Context: an optimization exercise on an open-source flow, tuned for small area, a short achievable clock period and few clock cycles per item. The choices shown serve that exercise and are no tape-out recipe.
No run shown here included a check of the RTL's function; only the layout flow was run.

===== flow/run.sh =====
#!/bin/bash
# synth_recipe.tcl (not shown) runs the flow's synth.tcl, then flattens the netlist and writes it again
# the make line also repeats each setting of config.mk as NAME=value (left out here)
make -C /OpenROAD-flow-scripts/flow DESIGN_CONFIG=/design/flow/config.mk WORK_HOME=/design/flow/orfs CLKGATE_MAP_FILE= SYNTH_SCRIPT=/design/flow/synth_recipe.tcl finish

===== flow/config.mk =====
export PLATFORM = sky130hd
export DESIGN_NAME = ldpc_decoder
export DESIGN_NICKNAME = ldpc_decoder
export VERILOG_FILES = /design/flow/design.v
export SDC_FILE = /design/flow/constraint.sdc
export NUM_CORES = 4
export LEC_CHECK = 0
export ABC_AREA = 1
export CAP_MARGIN = 20
export CORE_MARGIN = 2
export CORE_UTILIZATION = 40
export SLEW_MARGIN = 20

===== flow/design.v =====
package ldpc_pkg;
    localparam int Z     = 4;
    localparam int BR    = 2;
    localparam int BC    = 4;
    localparam int N_VAR = BC * Z;
    localparam int N_CHK = BR * Z;
    localparam int N_EDGE = N_CHK * BC;    
    localparam int LLR_W   = 5;
    localparam int MSG_MAX = 15;
    localparam int SUM_W   = 8;
    localparam int CIDX_W  = $clog2(BC);
    localparam logic [2*BR*BC-1:0] SHIFT = 16'b01_11_00_10_11_10_01_00;
    function automatic int shift_of(int row, int col);
        shift_of = 0;
        shift_of[1:0] = SHIFT[(row * BC + col) * 2 +: 2];
    endfunction
    localparam int MAX_ITER = 8;
    localparam int ITER_W   = 4;
    localparam int IN_CREDITS  = 2;
    localparam int OUT_CREDITS = 2;
    localparam int Q_PTR_W     = $clog2(IN_CREDITS);
    localparam int Q_CNT_W     = $clog2(IN_CREDITS + 1);
    localparam int OCR_W       = $clog2(OUT_CREDITS + 1);
    function automatic int var_of(int chk, int col);
        var_of = col * Z + ((chk % Z) + shift_of(chk / Z, col)) % Z;
    endfunction
    function automatic int edge_of(int vidx, int row);
        int col;
        int t;
        col = vidx / Z;
        t = vidx % Z;
        edge_of = (row * Z + (t - shift_of(row, col) + Z) % Z) * BC + col;
    endfunction
endpackage
`timescale 1ns/1ps
module cnu (
    input  logic [3:0]  sgn_in,
    input  logic [15:0] mag_in,
    output logic [3:0] min1,
    output logic [3:0] min2,
    output logic [1:0] min_idx
);
    logic [3:0] m [4];
    logic bt [4][4];           
    logic [3:0] first, second;
    always_comb begin
        for (int i = 0; i < 4; i++) m[i] = mag_in[4*i +: 4];
        for (int i = 0; i < 4; i++)
            for (int j = i + 1; j < 4; j++) begin
                bt[i][j] = !(m[j] < m[i]);    
                bt[j][i] = !bt[i][j];
            end
        for (int i = 0; i < 4; i++) begin
            logic [2:0] w;
            int k;
            k = 0;
            w = '0;
            for (int j = 0; j < 4; j++)
                if (j != i) begin
                    w[k] = bt[i][j];
                    k++;
                end
            first[i]  = &w;
            second[i] = (w[0] & w[1] & ~w[2]) | (w[0] & ~w[1] & w[2]) | (~w[0] & w[1] & w[2]);
        end
        min1 = '0;
        min2 = '0;
        for (int i = 0; i < 4; i++) begin
            min1 = min1 | (m[i] & {4{first[i]}});
            min2 = min2 | (m[i] & {4{second[i]}});
        end
        min_idx = {first[2] | first[3], first[1] | first[3]};
    end
endmodule
`timescale 1ns/1ps
module cnu_bank (
    input  logic clk,
    input  logic clear,       
    input  logic [ldpc_pkg::N_EDGE-1:0]   v2c_sgn,    
    input  logic [ldpc_pkg::N_EDGE*4-1:0] v2c_mag,
    output logic [ldpc_pkg::N_EDGE-1:0]   c2v_sgn,    
    output logic [ldpc_pkg::N_EDGE*4-1:0] c2v_mag
);
    localparam int NC = ldpc_pkg::N_CHK;
    localparam int BC = ldpc_pkg::BC;
    logic [3:0] m1_q [NC];
    logic [3:0] m2_q [NC];
    logic [1:0] ix_q [NC];
    logic [BC-1:0] sg_q [NC];
    for (genvar c = 0; c < NC; c++) begin : g_chk
        logic [3:0] m1, m2;
        logic [1:0] ix;
        cnu u_cnu (
            .sgn_in  (v2c_sgn[c*BC +: BC]),
            .mag_in  (v2c_mag[c*BC*4 +: BC*4]),
            .min1    (m1),
            .min2    (m2),
            .min_idx (ix)
        );
        always_ff @(posedge clk) begin
            m1_q[c] <= clear ? 4'd0 : m1;
            m2_q[c] <= clear ? 4'd0 : m2;
            ix_q[c] <= ix;
            sg_q[c] <= {BC{^v2c_sgn[c*BC +: BC]}} ^ v2c_sgn[c*BC +: BC];    
        end
        for (genvar j = 0; j < BC; j++) begin : g_col
            assign c2v_mag[(c*BC+j)*4 +: 4] = (ix_q[c] == 2'(j)) ? m2_q[c] : m1_q[c];
            assign c2v_sgn[c*BC+j] = sg_q[c][j];
        end
    end
endmodule
`timescale 1ns/1ps
module vnu (
    input  logic signed [4:0] llr,
    input  logic       s0, input logic [3:0] m0,
    input  logic       s1, input logic [3:0] m1,
    output logic       vs0, output logic [3:0] vm0,
    output logic       vs1, output logic [3:0] vm1,
    output logic       dec
);
    function automatic logic [5:0] add5(logic [4:0] a, logic [4:0] b, logic cin);
        logic c;
        c = cin;
        for (int i = 0; i < 5; i++) begin
            add5[i] = a[i] ^ b[i] ^ c;
            c = (a[i] & b[i]) | (c & (a[i] ^ b[i]));
        end
        add5[5] = a[4] ^ b[4] ^ c;
    endfunction
    function automatic logic sgn65(logic [5:0] a, logic [4:0] b, logic cin);
        logic c;
        logic [5:0] bb;
        bb = {b[4], b};
        c = cin;
        for (int i = 0; i < 6; i++)
            c = (a[i] & bb[i]) | (c & (a[i] ^ bb[i]));
        sgn65 = a[5] ^ bb[5] ^ c;    
    endfunction
    function automatic logic [4:0] satmag(logic [5:0] e);
        logic n;
        logic [5:0] t;
        logic [3:0] inc;
        logic sat;
        n = e[5];
        t = e ^ {6{n}};
        inc = t[3:0] + 4'(n);
        sat = t[4] | (t[3:0] == 4'd15) | (n & (t[3:0] == 4'd14));
        satmag = {n, sat ? 4'd15 : inc};
    endfunction
    logic [4:0] b0, b1;
    logic [5:0] e0, e1;
    assign b0 = {s0, m0 ^ {4{s0}}};
    assign b1 = {s1, m1 ^ {4{s1}}};
    assign e0 = add5(llr, b1, s1);
    assign e1 = add5(llr, b0, s0);
    assign dec = sgn65(e0, b0, s0);
    assign {vs0, vm0} = satmag(e0);
    assign {vs1, vm1} = satmag(e1);
endmodule
`timescale 1ns/1ps
module vnu_bank (
    input  logic [ldpc_pkg::N_VAR*ldpc_pkg::LLR_W-1:0] chan_llr,
    input  logic [ldpc_pkg::N_EDGE-1:0]   c2v_sgn,    
    input  logic [ldpc_pkg::N_EDGE*4-1:0] c2v_mag,
    output logic [ldpc_pkg::N_EDGE-1:0]   v2c_sgn,    
    output logic [ldpc_pkg::N_EDGE*4-1:0] v2c_mag,
    output logic [ldpc_pkg::N_VAR-1:0] dec
);
    for (genvar v = 0; v < ldpc_pkg::N_VAR; v++) begin : g_var
        localparam int E0 = ldpc_pkg::edge_of(v, 0);
        localparam int E1 = ldpc_pkg::edge_of(v, 1);
        vnu u_vnu (
            .llr (chan_llr[v*ldpc_pkg::LLR_W +: ldpc_pkg::LLR_W]),
            .s0  (c2v_sgn[E0]),
            .m0  (c2v_mag[E0*4 +: 4]),
            .s1  (c2v_sgn[E1]),
            .m1  (c2v_mag[E1*4 +: 4]),
            .vs0 (v2c_sgn[E0]),
            .vm0 (v2c_mag[E0*4 +: 4]),
            .vs1 (v2c_sgn[E1]),
            .vm1 (v2c_mag[E1*4 +: 4]),
            .dec (dec[v])
        );
    end
endmodule
`timescale 1ns/1ps
module syndrome_check (
    input  logic [ldpc_pkg::N_VAR-1:0] dec,
    output logic syn_zero
);
    logic [ldpc_pkg::N_CHK-1:0] parity;
    for (genvar c = 0; c < ldpc_pkg::N_CHK; c++) begin : g_chk
        logic [ldpc_pkg::BC-1:0] bits;
        for (genvar j = 0; j < ldpc_pkg::BC; j++) begin : g_col
            assign bits[j] = dec[ldpc_pkg::var_of(c, j)];
        end
        assign parity[c] = ^bits;
    end
    assign syn_zero = ~|parity;    
endmodule
`timescale 1ns/1ps
module ldpc_decoder (
    input  logic clk,
    input  logic rst,
    input  logic in_valid,
    input  logic [ldpc_pkg::N_VAR*ldpc_pkg::LLR_W-1:0] in_llr,
    output logic in_credit,
    output logic out_valid,
    output logic [ldpc_pkg::N_VAR-1:0] out_bits,
    output logic [ldpc_pkg::ITER_W-1:0] out_iters,
    output logic out_ok,
    input  logic out_credit
);
    localparam int FW = ldpc_pkg::N_VAR * ldpc_pkg::LLR_W;
    localparam int NV = ldpc_pkg::N_VAR;
    logic [FW-1:0] slot0, slot1;
    logic v0, v1;
    logic [NV-1:0] sm0;
    logic s0;
    logic [3:0] tag;
    logic [2:0] tcnt;
    logic [ldpc_pkg::ITER_W-1:0] iter;
    logic full;                        
    logic [ldpc_pkg::OCR_W-1:0] out_cnt;
    logic [1:0] cred;                  
    logic [ldpc_pkg::N_EDGE-1:0]   v2c_sgn, c2v_sgn;
    logic [ldpc_pkg::N_EDGE*4-1:0] v2c_mag, c2v_mag;
    logic [NV-1:0] dec, in_sgn;
    logic syn_zero, in_ok;
    logic done, can_take, take_eng, take_sm, take, restart, to_sm, push_eng;
    for (genvar v = 0; v < NV; v++) begin : g_sgn
        assign in_sgn[v] = in_llr[v*ldpc_pkg::LLR_W + ldpc_pkg::LLR_W - 1];
    end
    syndrome_check u_in_check (
        .dec      (in_sgn),
        .syn_zero (in_ok)
    );
    assign to_sm     = in_valid && in_ok && (!s0 || take_sm);
    assign push_eng  = in_valid && !to_sm;
    assign done      = v0 && (syn_zero || iter[3]);    
    assign out_valid = full && (out_cnt != '0);
    assign can_take  = !full || out_valid;
    assign take_sm   = can_take && (tcnt != '0) && tag[0];
    assign take_eng  = can_take && done && !tag[0];
    assign take      = take_sm || take_eng;
    assign restart   = done || !v0;    
    always_ff @(posedge clk) begin
        if (take_eng || !v0)
            slot0 <= v1 ? slot1 : in_llr;
        if (push_eng)
            slot1 <= in_llr;
        if (to_sm)
            sm0 <= in_sgn;
    end
    always_ff @(posedge clk or posedge rst) begin
        if (rst) begin
            v0        <= 1'b0;
            v1        <= 1'b0;
            s0        <= 1'b0;
            tag       <= '0;
            tcnt      <= '0;
            iter      <= '0;
            full      <= 1'b0;
            out_cnt   <= ldpc_pkg::OCR_W'(ldpc_pkg::OUT_CREDITS);
            cred      <= '0;
            in_credit <= 1'b0;
        end else begin
            if (take_eng) begin
                v0 <= v1 || push_eng;
                v1 <= v1 && push_eng;
            end else begin
                v0 <= v0 || push_eng;
                v1 <= v1 || (v0 && push_eng);
            end
            s0 <= (s0 && !take_sm) || to_sm;
            begin
                logic [3:0] tq;
                logic [2:0] tn;
                tq = take ? {1'b0, tag[3:1]} : tag;
                tn = tcnt - 3'(take);
                if (in_valid) begin
                    tq[tn[1:0]] = to_sm;
                    tn = tn + 3'd1;
                end
                tag  <= tq;
                tcnt <= tn;
            end
            iter      <= restart ? '0 : iter + 1'b1;
            out_cnt   <= out_cnt - ldpc_pkg::OCR_W'(out_valid) + ldpc_pkg::OCR_W'(out_credit);
            if (take)
                full <= 1'b1;
            else if (out_valid)
                full <= 1'b0;
            begin
                logic [1:0] cn;
                cn = cred + 2'(take_eng) + 2'(to_sm);
                in_credit <= (cn != '0);
                cred      <= cn - 2'(cn != '0);
            end
        end
    end
    always_ff @(posedge clk) begin
        if (take) begin
            out_bits  <= take_sm ? sm0 : dec;
            out_iters <= take_sm ? '0 : iter;
            out_ok    <= take_sm || syn_zero;
        end
    end
    cnu_bank u_cnu_bank (
        .clk     (clk),
        .clear   (restart),
        .v2c_sgn (v2c_sgn),
        .v2c_mag (v2c_mag),
        .c2v_sgn (c2v_sgn),
        .c2v_mag (c2v_mag)
    );
    vnu_bank u_vnu_bank (
        .chan_llr (slot0),
        .c2v_sgn  (c2v_sgn),
        .c2v_mag  (c2v_mag),
        .v2c_sgn  (v2c_sgn),
        .v2c_mag  (v2c_mag),
        .dec      (dec)
    );
    syndrome_check u_syndrome_check (
        .dec      (dec),
        .syn_zero (syn_zero)
    );
endmodule

===== flow/constraint.sdc =====
create_clock -name core_clock -period 14.0 [get_ports {clk}]
set_input_delay 2.8000 -clock core_clock [delete_from_list [all_inputs] [get_ports {clk}]]
set_output_delay 2.8000 -clock core_clock [all_outputs]
set_load 0.01 [all_outputs]

==> summary.txt, run 1 <==
Worst hold path
  • Hold Crit Class: register to register
  • Worst hold start: iter[0]$_DFF_PP0_
  • WHS Path Cells: 1
  • Hold Path Sink: iter[0]$_DFF_PP0_

Logic synthesis
  • Primary FF master, synth: edfxtp_1
  • Number of enable flip-flop cells after synthesis: about 200
  • Syn Std Cell Area: a little over 30000 sq um
  • Ys async rst share: 6.079%
  • Syn Area/Cell: around 7.6 sq um
  • Syn Nets: ~4500
  • Post-synthesis sequential area ratio: around 28%
  • Yosys Warn Count: 10
  • Mapped Cells: around 4000
  • #FFs+latches synth: between 300 and 400
  • Yosys cell types: 59

Critical path
  • Top delay family on crit path: adder cells
  • Worst r2r path cells: 34
  • CP required: 14.49 ns
  • Crit Reg-Reg Endpoint: tag[3]$_DFF_PP0_
  • Critical path fanouts, max: 26
  • Slowest CP cell: fa_1
  • Reg2reg start: u_cnu_bank.ix_q[7][1]$_DFF_P_
  • Crit Path Class: register to register
  • Element type at the critical path end: register
  • CP most frequent cell: nand2_1
  • FF-to-FF setup slack: just under 8 ns
  • Slowest stage delay, CP: ~0.45 ns
  • WP data arrival: around 6.7 ns
  • CP Launch Type: register
  • Crit path buffers/inverters: 5

Die
  • Total core area: between 70000 and 80000 sq um
  • IO Pins: 107
  • Std-Cell Rows: between 100 and 150
  • Starting density of the core: 40.39%
  • DIE AREA: 78800 sq um
  • Die span in x: between 200 and 300 um
  • Die H: approximately 280 um

Job
  • Max cap viols: 0

Timing
  • Skew final: between 0.03 and 0.04 ns
  • Slew headroom: 34.31%
  • TNS Setup: 0 ns
  • Final Max Slew Viols: 0
  • Worst-Margin Slew: 0.9853 ns
  • Highest clock rate: 0.1620 GHz
  • Final-report hold violation count: 0
  • Tcrit/Tclk final: between 40% and 50%
  • Shortest period the worst path allows: around 6 ns
  • Setup ws final: just under 8 ns
  • Final setup fails: 0
  • RSZ-0062 raised after global routing: false

GRT
  • Total GRT Usage: between 20% and 30%
  • Grt total ovfl: 0
  • First-pass GRT wire length: roughly 130 mm
  • Largest net degree at the start of global routing: 74
  • Initial antenna violation count: 2
  • Number of global-route vias before repair: 24410

Place
  • DP Worst Slack: roughly 8 ns
  • GP Congestion: 0.9131
  • DP Cell Count: slightly above 5000
  • HPWL after detailed placement: about 65 mm
  • Port bufs: between 100 and 150

Route
  • DR vias: approximately 25000
  • Post-DR wirelength/cell: 15.97 um
  • 1st-iter DRT viols: 1759
  • DR vias/cell: 4.923
  • Final ANT Viol Nets: 0
  • Pre-Repair DR Iteration Count: 6
  • DRC: 0
  • Detailed Route WL: slightly above 80 mm

Final layout
  • Fin nets: between 4000 and 5000
  • Non-Filler Instances: 5124
  • Antenna cells: 0
  • FILL cells: approximately 7700
  • Area grow syn2layout: 11.21%
  • Layout cells sized above 1: 4.752%

CTS
  • Hold Buf Count CTS: 0
  • Clock sinks: 329
  • CTS tree: yes
  • Clock buffer count from CTS: 40
  • Resized cells post-CTS: 0
  • CTS clk-pin slew, worst paths: ~0.060 ns
  • Worst-skew pair later-pin latency: roughly 0.59 ns
  • Buffers from clock root to sink, at most: 3
  • Clock root buffer: clkbuf_16
  • H-tree lvl count: 2
  • Postcts setup bufs: 0

Status
  • Status: timing/DRC/antenna clean
[stage by stage]
step	area [sq um]	hold slack, ns	utilization, %
after floorplan	30630	0.4550	-
after global placement	32700	0.4912	43.13
after detailed placement	32700	0.4890	43.13
after CTS	34060	0.4967	44.92
after global routing	34060	0.5198	44.92
final	34060	0.4918	44.92
[layout by cell type, fill, tap and decap left out, drive strengths merged, types with 3 or more instances in the layout]
| cell | count |
|---|---|
| a31oi | 67 |
| clkdlybuf4s50 | 106 |
| fa | 129 |
| buf | 7 |
| o211ai | 11 |
| edfxtp | 197 |
| xnor2 | 82 |
| nand4 | 23 |
| a41oi | 12 |
| o21ai | 240 |
| bufinv | 3 |
| o22ai | 22 |
| a31o | 6 |
| nand2 | 1215 |
| dfxtp | 112 |
| and2 | 5 |
| clkinv | 9 |
| a21boi | 7 |
| or2 | 23 |
| a221oi | 6 |
| ha | 295 |
| inv | 716 |
| nor3 | 33 |
| xor2 | 230 |
| nand3 | 143 |
| clkinvlp | 4 |
| dfrtp | 19 |
| nor4 | 3 |
| clkbuf | 54 |
| o21a | 3 |
| a22oi | 17 |
| a21o | 51 |
| a211oi | 10 |
| nor2 | 177 |
| a21oi | 104 |
[kinds of logic after synthesis]
kind of cell | count (synthesis) | synth area share, %
buf+inv | 770 | 9.678
xor+xnor | 312 | 8.971
fa+ha+maj | 424 | 20.48
mux | 1 | 0.03268
simple gates | 1625 | 21.48
compound gates | 556 | 11.08
flops | 329 | 28.27
[cell usage after synthesis (3+ instances only)]
master,n,share of area [%]
or2_1,7,0.14
a41oi_1,12,0.34
inv_2,25,0.31
a211oi_1,7,0.17
xnor2_1,81,2.3
a221oi_1,6,0.17
nand2_1,1198,15
buf_2,31,0.51
nand4_1,23,0.47
nand3_1,141,2.3
nor2_1,167,2.0
o211ai_1,11,0.27
nor4_1,3,0.061
dfxtp_1,112,7.3
nor3_1,33,0.54
o21ai_2,10,0.29
a21boi_1,4,0.098
a22oi_1,17,0.42
fa_1,129,8.4
a31o_2,6,0.17
o21ai_1,25,0.41
a21oi_1,82,1.3
o21ai_0,205,3.3
or2_2,16,0.33
nor2_4,3,0.11
o21a_1,3,0.074
ha_1,295,12
clkbuf_1,15,0.18
edfxtp_1,197,19
nor2_2,7,0.14
xor2_1,229,6.5
dfrtp_1,19,1.6
a31oi_1,64,1.3
nand2_2,14,0.29
and2_1,5,0.10
a211oi_2,3,0.12
inv_1,687,8.4
o22ai_1,22,0.45
nand2_4,3,0.11
buf_1,6,0.074
a21oi_2,22,0.63
a21o_1,51,1.3
a31oi_2,3,0.12
[how the worst max path moves through the flow]
stage                                       start                 end  slack (ns)  cells after the start
floorplan                              in_llr[79]  slot1[0]$_DFFE_PP_        6.19                      7
global placement    u_cnu_bank.ix_q[7][1]$_DFF_P_    tag[3]$_DFF_PP0_        7.94                     34
detailed placement  u_cnu_bank.ix_q[7][1]$_DFF_P_    tag[3]$_DFF_PP0_        7.83                     34
CTS                 u_cnu_bank.ix_q[7][1]$_DFF_P_    tag[3]$_DFF_PP0_        7.82                     34
global route        u_cnu_bank.ix_q[7][1]$_DFF_P_    tag[3]$_DFF_PP0_        7.20                     34
finish              u_cnu_bank.ix_q[7][1]$_DFF_P_    tag[3]$_DFF_PP0_        7.83                     34
[cell type report]
type	instances	area, sq um	area share, %
clock buffers	54	1150	3.376
repair buffers	113	1114	3.270
well taps	978	1224	3.593
inverters	713	2678	7.862
multi-input cells	2918	19020	55.85
flip-flops and latches	329	8663	25.44
clock inverters	19	209.0	0.6135
[layer usage]
metal | vias up | wire, um | part of all wire, % | GRT usage (%)
li1 | 13020 | - | - | -
met1 | 11480 | 39230 | 48 | 29.70
met2 | 623 | 35670 | 44 | 33.26
met3 | 106 | 4513 | 5.5 | 2.693
met4 | 4 | 2404 | 2.9 | 6.760
met5 | - | 24 | 0.029 | 0
[flip-flops by register name (all words and copies together), names as in the netlist, 4 cells and up]
name             flops
iter                 4
slot0               80
sm0                 16
u_cnu_bank.ix_q     16
out_bits            16
u_cnu_bank.m1_q     32
slot1               80
out_iters            4
u_cnu_bank.sg_q     32
tag                  4
u_cnu_bank.m2_q     32
[worst register-to-register path, delay by kind of cell (launching register included)]
kind | cells | cell delay (ns)
buffers and inverters | 5 | 0.52
adder cells (fa/ha/maj) | 8 | 2.67
AO/OA/AOI/OAI | 3 | 0.39
AND/OR/NAND/NOR | 18 | 2.10
flip-flops | 1 | 0.42
==> run 2, diff against run 1 <==
==> flow/flow/run.sh (new file) <==
#!/bin/bash
# Standard layout, with repair_timing asked to leave extra setup slack
# (timing-driven sizing/buffering of the iteration loop). The clock period
# and constraints are the standard flow's own; only the repair effort changes.
export SETUP_SLACK_MARGIN=8.5
bash standard.sh > standard.log 2>&1
==> flow/standard.sh (new file) <==
#!/bin/bash
# synth_recipe.tcl (not shown) runs the flow's synth.tcl, then flattens the netlist and writes it again
# the make line also repeats each setting of config.mk as NAME=value (left out here)
make -C /OpenROAD-flow-scripts/flow DESIGN_CONFIG=/design/flow/config.mk WORK_HOME=/design/flow/orfs CLKGATE_MAP_FILE= SYNTH_SCRIPT=/design/flow/synth_recipe.tcl "${@:-finish}"
--- a/flow/config.mk
+++ b/flow/config.mk
@@ -11,2 +11,4 @@
 export CORE_UTILIZATION = 40
+export CTS_BUF_LIST = sky130_fd_sc_hd__clkbuf_8
+export CTS_CLUSTER_SIZE = 30
 export SLEW_MARGIN = 20
removed: flow/run.sh
==> summary.txt, run 2 <==
Critical path
  • Crit Reg-Reg Endpoint: u_cnu_bank.m1_q[5][3]$_SDFF_PN0_
  • Slowest CP cell: dfxtp_2
  • Worst r2r path cells: 29
  • CP required: approximately 15 ns
  • WP data arrival: 5.84 ns
  • Crit Path Class: register to register
  • Critical path fanouts, max: 9
  • Slowest stage delay, CP: around 0.38 ns
  • CP most frequent cell: inv_1
  • Reg2reg start: u_cnu_bank.ix_q[0][1]$_DFF_P_
  • Element type at the critical path end: register
  • FF-to-FF setup slack: 8.73 ns
  • CP Launch Type: register

CTS
  • Clock sinks: between 300 and 400
  • Buffers from clock root to sink, at most: 3
  • Clock root buffer: clkbuf_8
  • CTS tree: yes
  • H-tree lvl count: 2
  • Worst-skew pair later-pin latency: ~0.68 ns
  • Clock buffer count from CTS: 60
  • CTS clk-pin slew, worst paths: approximately 0.060 ns

Logic synthesis
  • Yosys cell types: just under 60
  • Area leader, netlist: edfxtp_1
  • Syn Std Cell Area: ~31000 sq um
  • Mapped Cells: between 4000 and 5000
  • Syn Nets: between 4000 and 5000
  • Number of enable flip-flop cells after synthesis: just under 200
  • Primary FF master, synth: edfxtp_1
  • Leading cell type by number of instances after synthesis: nand2_1
  • Top cells by count, synth: nand2_1 (1198), inv_1 (687), ha_1 (295), xor2_1 (229), o21ai_0 (205)
  • Yosys Warn Count: 10
  • Area share of the largest cell type after synthesis: approximately 19%
  • Syn Area/Cell: around 7.6 sq um
  • Post-synthesis sequential area ratio: between 20% and 30%
  • Ys async rst share: slightly above 6%
  • #FFs+latches synth: roughly 330
  • Cell types occupying the most area after synthesis: edfxtp_1 (19%), nand2_1 (15%), ha_1 (12%)

Worst hold path
  • WHS Path Cells: 1
  • Hold Crit Class: register to register
  • Hold Path Sink: iter[0]$_DFF_PP0_
  • Worst hold start: iter[0]$_DFF_PP0_

Die
  • Starting density of the core: roughly two fifths
  • DIE AREA: roughly 80000 sq um
  • Die span in x: about 280 um
  • IO Pins: between 100 and 150
  • Total core area: between 70000 and 80000 sq um
  • Die H: about 280 um
  • Std-Cell Rows: approximately 100

Final layout
  • Area grow syn2layout: 16.50%
  • Fin nets: 4707
  • Biggest registers after layout: slot0 x80, slot1 x80
  • Most frequent cells in the layout: nand2_1 (1158), inv_1 (692), ha_1 (291)
  • Layout cells sized above 1: 12.47%
  • Most common cell after layout, fill and taps aside: nand2_1
  • Non-Filler Instances: around 5200

Timing
  • Hold_ws: 0.4879 ns
  • TNS Setup: 0 ns
  • Tcrit/Tclk final: a little under two fifths
  • Final-report hold violation count: 0
  • Worst-Margin Slew: ~1.1 ns
  • Final Max Slew Viols: 0
  • Final setup fails: 0
  • RSZ-0062 raised after global routing: true
  • Skew final: 0.03212 ns
  • Slew headroom: between 20% and 30%
  • Highest clock rate: between 0.15 and 0.2 GHz
  • Setup ws final: 8.728 ns
  • Shortest period the worst path allows: around 5.3 ns

Route
  • Pre-Repair DR Iteration Count: 6
  • DR vias/cell: approximately 5
  • Detailed Route WL: approximately 84 mm
  • Post-DR wirelength/cell: 16.14 um
  • DRC: 0
  • Final ANT Viol Nets: 0
  • 1st-iter DRT viols: between 1500 and 2000
  • DR vias: between 20000 and 30000

GRT
  • Largest net degree at the start of global routing: between 80 and 90
  • Initial antenna violation count: 2
  • Busiest grt layer: met2
  • Met3 usage: under 10%
  • Total GRT Usage: a little over a fifth
  • Number of global-route vias before repair: approximately 24000
  • First-pass GRT wire length: about 130 mm
  • Met1 usage: between 30 and 40%
  • M2 GR Usage: 33.99%
  • Grt total ovfl: 0

Place
  • HPWL after detailed placement: around 65 mm
  • GP Congestion: 0.9483
  • DP Cell Count: about 5000
  • Port bufs: about 110
  • DP Worst Slack: 8.025 ns

Job
  • Max cap viols: 0

Status
  • Status: timing/DRC/antenna clean
==> run 2: area by class of cell <==
| type | instances | area [sq um] |
|---|---|---|
| Tap cell | 978 | 1224 |
| Inverter | 713 | 2680 |
| Timing Repair Buffer | 175 | 1587 |
| Sequential cell | 329 | 8702 |
| Clock inverter | 48 | 380.4 |
| Clock buffer | 66 | 908.4 |
| Fill cell | 7538 | 40140 |
| Multi-Input combinational cell | 2920 | 20200 |
| Antenna cell | 1 | 2.502 |
==> run 2: worst max-delay path: cells and delay by family (launching register included) <==
kind | cells | cell delay [ns]
AND/OR/NAND/NOR | 11 | 1.78
adder cells (fa/ha/maj) | 5 | 1.49
AO/OA/AOI/OAI | 5 | 0.86
buffers and inverters | 8 | 0.64
flip-flops | 1 | 0.38
==> run 2: stage by stage <==
step	instance area, sq um	utilization (%)
finish	35680	47.06
detailed placement	32690	43.12
global route	35680	47.06
CTS	34400	45.37
global placement	32690	43.12
floorplan	30640	-
==> run 2: routing by layer <==
metal | part of all wire [%] | up-vias
met4 | 2.3 | 4
li1 | - | 13220
met1 | 47 | 12050
met5 | 0.030 | -
met2 | 45 | 658
met3 | 5.2 | 134
==> run 2: worst max-delay path by stage <==
stage / from / endpoint / slack, ns / depth (start not counted)
CTS: u_cnu_bank.ix_q[7][0]$_DFF_P_ / slot0[66]$_DFFE_PP_ / 8.44 / 27
global route: u_cnu_bank.ix_q[2][0]$_DFF_P_ / u_cnu_bank.m2_q[5][0]$_SDFF_PN0_ / 8.41 / 32
floorplan: in_llr[79] / slot1[0]$_DFFE_PP_ / 8.65 / 7
detailed placement: u_cnu_bank.ix_q[6][1]$_DFF_P_ / tag[3]$_DFF_PP0_ / 8.02 / 31
global placement: u_cnu_bank.ix_q[7][1]$_DFF_P_ / tag[3]$_DFF_PP0_ / 8.09 / 32
finish: u_cnu_bank.ix_q[0][1]$_DFF_P_ / u_cnu_bank.m1_q[5][3]$_SDFF_PN0_ / 8.73 / 29
==> run 2: timing repair <==
| item | in CTS | in global routing |
|---|---|---|
| cloned | 1 | 1 |
| setup endpoints to repair | 114 | 119 |
| pin swaps | 14 | 49 |
| setup buffers | 11 | 52 |
| endpoints found under the hold margin | 0 | 0 |
| hold buffers | 0 | 0 |
| gates resized for setup | 95 | 235 |
==> run 2: kinds of logic after synthesis <==
family / share of synthesized area [%]
DFF: 28.27
muxes: 0.03268
AOI/OAI and AO/OA: 11.08
buffers and inverters: 9.678
xor gates and xnor gates: 8.971
adders and majority gates: 20.48
and+or+nand+nor: 21.48
==> run 3, diff against run 2 <==
--- a/flow/design.v
+++ b/flow/design.v
@@ -53,13 +53,11 @@
         for (int i = 0; i < 4; i++) begin
-            logic [2:0] w;
-            int k;
-            k = 0;
-            w = '0;
+            logic [1:0] wins;
+            wins = 0;
+            first[i] = 1'b1;
             for (int j = 0; j < 4; j++)
                 if (j != i) begin
-                    w[k] = bt[i][j];
-                    k++;
+                    first[i] = first[i] & bt[i][j];
+                    wins = wins + 2'(bt[i][j]);
                 end
-            first[i]  = &w;
-            second[i] = (w[0] & w[1] & ~w[2]) | (w[0] & ~w[1] & w[2]) | (~w[0] & w[1] & w[2]);
+            second[i] = (wins == 2'd2);
         end
==> flow/run.sh (new file) <==
#!/bin/bash
# synth_recipe.tcl (not shown) runs the flow's synth.tcl, then flattens the netlist and writes it again
# the make line also repeats each setting of config.mk as NAME=value (left out here)
make -C /OpenROAD-flow-scripts/flow DESIGN_CONFIG=/design/flow/config.mk WORK_HOME=/design/flow/orfs CLKGATE_MAP_FILE= SYNTH_SCRIPT=/design/flow/synth_recipe.tcl finish
--- a/flow/config.mk
+++ b/flow/config.mk
@@ -11,4 +11,2 @@
 export CORE_UTILIZATION = 40
-export CTS_BUF_LIST = sky130_fd_sc_hd__clkbuf_8
-export CTS_CLUSTER_SIZE = 30
 export SLEW_MARGIN = 20
removed: flow/flow/run.sh
removed: flow/standard.sh
==> summary.txt, run 3 <==
Logic synthesis
  • Syn Std Cell Area: 30580 sq um
  • Area leader, netlist: edfxtp_1
  • Number of enable flip-flop cells after synthesis: just under 200
  • #FFs+latches synth: approximately 330
  • Ys async rst share: between 6 and 7%
  • Post-synthesis mux area share: 0%
  • Synth Area in Compound Gates: approximately a tenth
  • Primary FF master, synth: edfxtp_1
  • Syn Nets: roughly 4400
  • Main combinational cell family by area after synthesis: adder cells
  • Yosys cell types: 54
  • Area share of the largest cell type after synthesis: a little under 20%
  • Mapped Cells: between 3000 and 4000
  • Adder-cell share of the synthesized area: 21.79%
  • Syn Area/Cell: just under 8 sq um
  • Post-Synth XOR/XNOR Area: approximately 10%
  • Yosys Warn Count: 10
  • Cell types occupying the most area after synthesis: edfxtp_1 (19%), nand2_1 (14%), ha_1 (11%)
  • Post-Synth Simple-Gate Area: a little over a fifth
  • Post-synthesis sequential area ratio: 28.32%
  • Top cells by count, synth: nand2_1 (1114), inv_1 (682), ha_1 (275), xor2_1 (253), nor2_1 (218)
  • Leading cell type by number of instances after synthesis: nand2_1

Timing
  • Highest clock rate: 0.1585 GHz
  • Slew headroom: around a third
  • Final setup fails: 0
  • Tcrit/Tclk final: between 40% and 50%
  • Final-report hold violation count: 0
  • Worst-Margin Slew: around 1 ns
  • RSZ-0062 raised after global routing: false
  • Final Max Slew Viols: 0
  • TNS Setup: 0 ns
  • Skew final: between 0.03 and 0.04 ns
  • Shortest period the worst path allows: around 6.3 ns

Status
  • Status: timing/DRC/antenna clean

Critical path
  • WP data arrival: 6.78 ns
  • FF-to-FF setup slack: between 7 and 8 ns
  • Slowest stage delay, CP: around 0.64 ns
  • Slowest CP cell: ha_1
  • Crit Reg-Reg Endpoint: tag[2]$_DFF_PP0_
  • Reg2reg start: u_cnu_bank.ix_q[7][0]$_DFF_P_
  • Critical path fanouts, max: 26
  • CP Launch Type: register
  • Element type at the critical path end: register
  • CP required: approximately 14 ns
  • Worst r2r path cells: 35
  • Crit Path Class: register to register
  • CP most frequent cell: nand2_1

Final layout
  • Post-route cell area: around 34000 sq um
  • Fin nets: 4540
  • Area grow syn2layout: 11.37%
  • Layout cells sized above 1: approximately 3.8%
  • Antenna cells: 0
  • Most common cell after layout, fill and taps aside: nand2_1
  • Most frequent cells in the layout: nand2_1 (1113), inv_1 (682), ha_1 (275)
  • Biggest registers after layout: slot0 x80, slot1 x80

Die
  • Total core area: 75820 sq um
  • DIE AREA: just under 80000 sq um
  • Die H: 280.5 um
  • IO Pins: approximately 110
  • Die span in x: ~280 um
  • Starting density of the core: 40.33%
  • Std-Cell Rows: 101

Place
  • Port bufs: 106
  • Post-DP Area: approximately 33000 sq um
  • GP Congestion: approximately 0.91
  • HPWL after detailed placement: 65.03 mm

Job
  • Max cap viols: 0

Worst hold path
  • Worst hold start: s0$_DFF_PP0_
  • WHS Path Cells: 2
  • Hold Path Sink: s0$_DFF_PP0_
  • Hold Crit Class: register to register

CTS
  • Postcts setup bufs: 0
  • CTS clk-pin slew, worst paths: roughly 0.06 ns
  • Resized cells post-CTS: 0
  • H-tree lvl count: 2
  • Hold Buf Count CTS: 0
  • CTS tree: yes
  • Clock root buffer: clkbuf_16
  • Buffers from clock root to sink, at most: 3
  • Worst-skew pair later-pin latency: 0.59 ns
  • Clock buffer count from CTS: 42
  • Clock sinks: 329

Route
  • DR vias: around 25000
  • Detailed Route WL: ~80 mm
  • Post-DR wirelength/cell: about 16 um
  • Final ANT Viol Nets: 0
  • DR vias/cell: around 5
  • DRC: 0
  • 1st-iter DRT viols: 1982
  • Pre-Repair DR Iteration Count: 5

GRT
  • Number of global-route vias before repair: about 24000
  • Largest net degree at the start of global routing: 67
  • First-pass GRT wire length: 131.1 mm
  • Grt total ovfl: 0
  • Initial antenna violation count: 3
  • Total GRT Usage: between 20% and 30%
[run 3: changes by cell type after synthesis, moves of 17 or more]
cell	change
ha_1	-20
fa_1	+32
a21oi_2	-17
nor2_1	+51
xor2_1	+24
nand2_1	-84
o21ai_0	-39
a21oi_1	-26
[run 3: area by class of cell]
type	instances	area, sq um
clock buffers	53	1169
fillers	7529	41770
flip-flops and latches	329	8663
multi-input cells	2839	19030
clock inverters	23	240.2
inverters	695	2610
repair buffers	113	1114
well taps	978	1224
[run 3: layer usage]
| layer | vias up | track usage (%) | wire [um] |
|---|---|---|---|
| met5 | - | 0 | 0 |
| met4 | 0 | 4.854 | 1767 |
| met3 | 100 | 3.597 | 5421 |
| met2 | 678 | 33.30 | 35580 |
| met1 | 11480 | 30.00 | 38650 |
| li1 | 12660 | - | - |
[run 3: metrics by stage]
stage	utilization (%)	hold slack [ns]	setup slack, ns	instances
2_1_floorplan	-	0.4484	6.253	3925
3_3_place_gp	43.05	0.4678	7.774	4954
3_5_place_dp	43.05	0.4793	7.730	4954
4_1_cts	44.91	0.4965	7.731	5030
5_1_grt	44.91	0.5162	7.115	5030
6_report	44.91	0.4993	7.692	5030
[run 3: cell families (layout without fill, tap and decap cells)]
| logic type | Yosys count | count (layout) |
|---|---|---|
| fa+ha+maj | 436 | 436 |
| flops | 329 | 329 |
| simple gates | 1593 | 1593 |
| compound gates | 463 | 463 |
| xor+xnor | 347 | 347 |
| buf+inv | 757 | 884 |
[run 3: worst max-delay path by stage]
stage | end | cells after the start | slack [ns] | startpoint
floorplan | slot1[0]$_DFFE_PP_ | 8 | 6.25 | in_llr[34]
global placement | slot1[63]$_DFFE_PP_ | 10 | 7.77 | in_llr[9]
detailed placement | tag[2]$_DFF_PP0_ | 35 | 7.73 | u_cnu_bank.ix_q[7][0]$_DFF_P_
CTS | tag[2]$_DFF_PP0_ | 35 | 7.73 | u_cnu_bank.ix_q[7][0]$_DFF_P_
global route | tag[2]$_DFF_PP0_ | 35 | 7.11 | u_cnu_bank.ix_q[7][0]$_DFF_P_
finish | tag[2]$_DFF_PP0_ | 35 | 7.69 | u_cnu_bank.ix_q[7][0]$_DFF_P_
[run 3: worst max-delay path: cells and delay by family, from the launching register on]
family | cells | cell delay [ns]
simple gates | 18 | 1.96
flops | 1 | 0.49
fa+ha+maj | 7 | 2.65
buf+inv | 8 | 0.65
compound gates | 2 | 0.46

-- separate check: timing with driven ports --
The flow's constraints put no driver on any port. The routed layouts listed below were extracted and timed again, unchanged, in two steps. Step 1 sets driving cells, clkbuf_16 on the clock port and buf_2 on the other inputs (assumed; they add their load-dependent delay and slew). Step 2 adds t to the input delays and takes it off the output delays; t is the mean of the earliest and latest rising clock arrival at the registers after step 1. Input paths then give back, and output paths get back, about the clock's delay inside the block. Three values: no drivers, after step 1, after step 2; two values: the first two.
| run | shift t [ns] | setup slack, ns | worst setup path at the end |
|---|---|---|---|
| run 1 | 0.631 | 7.826 / 7.826 / 7.826 | register to register |
| run 2 | 0.717 | 8.728 / 8.728 / 8.311 | input to register |
| run 3 | 0.640 | 7.691 / 7.692 / 7.657 | input to register |
After both steps every run listed still meets setup and hold. The setup slack of run 2, which loses most, moves by 0.000 ns with the drivers and by -0.417 ns with both steps.
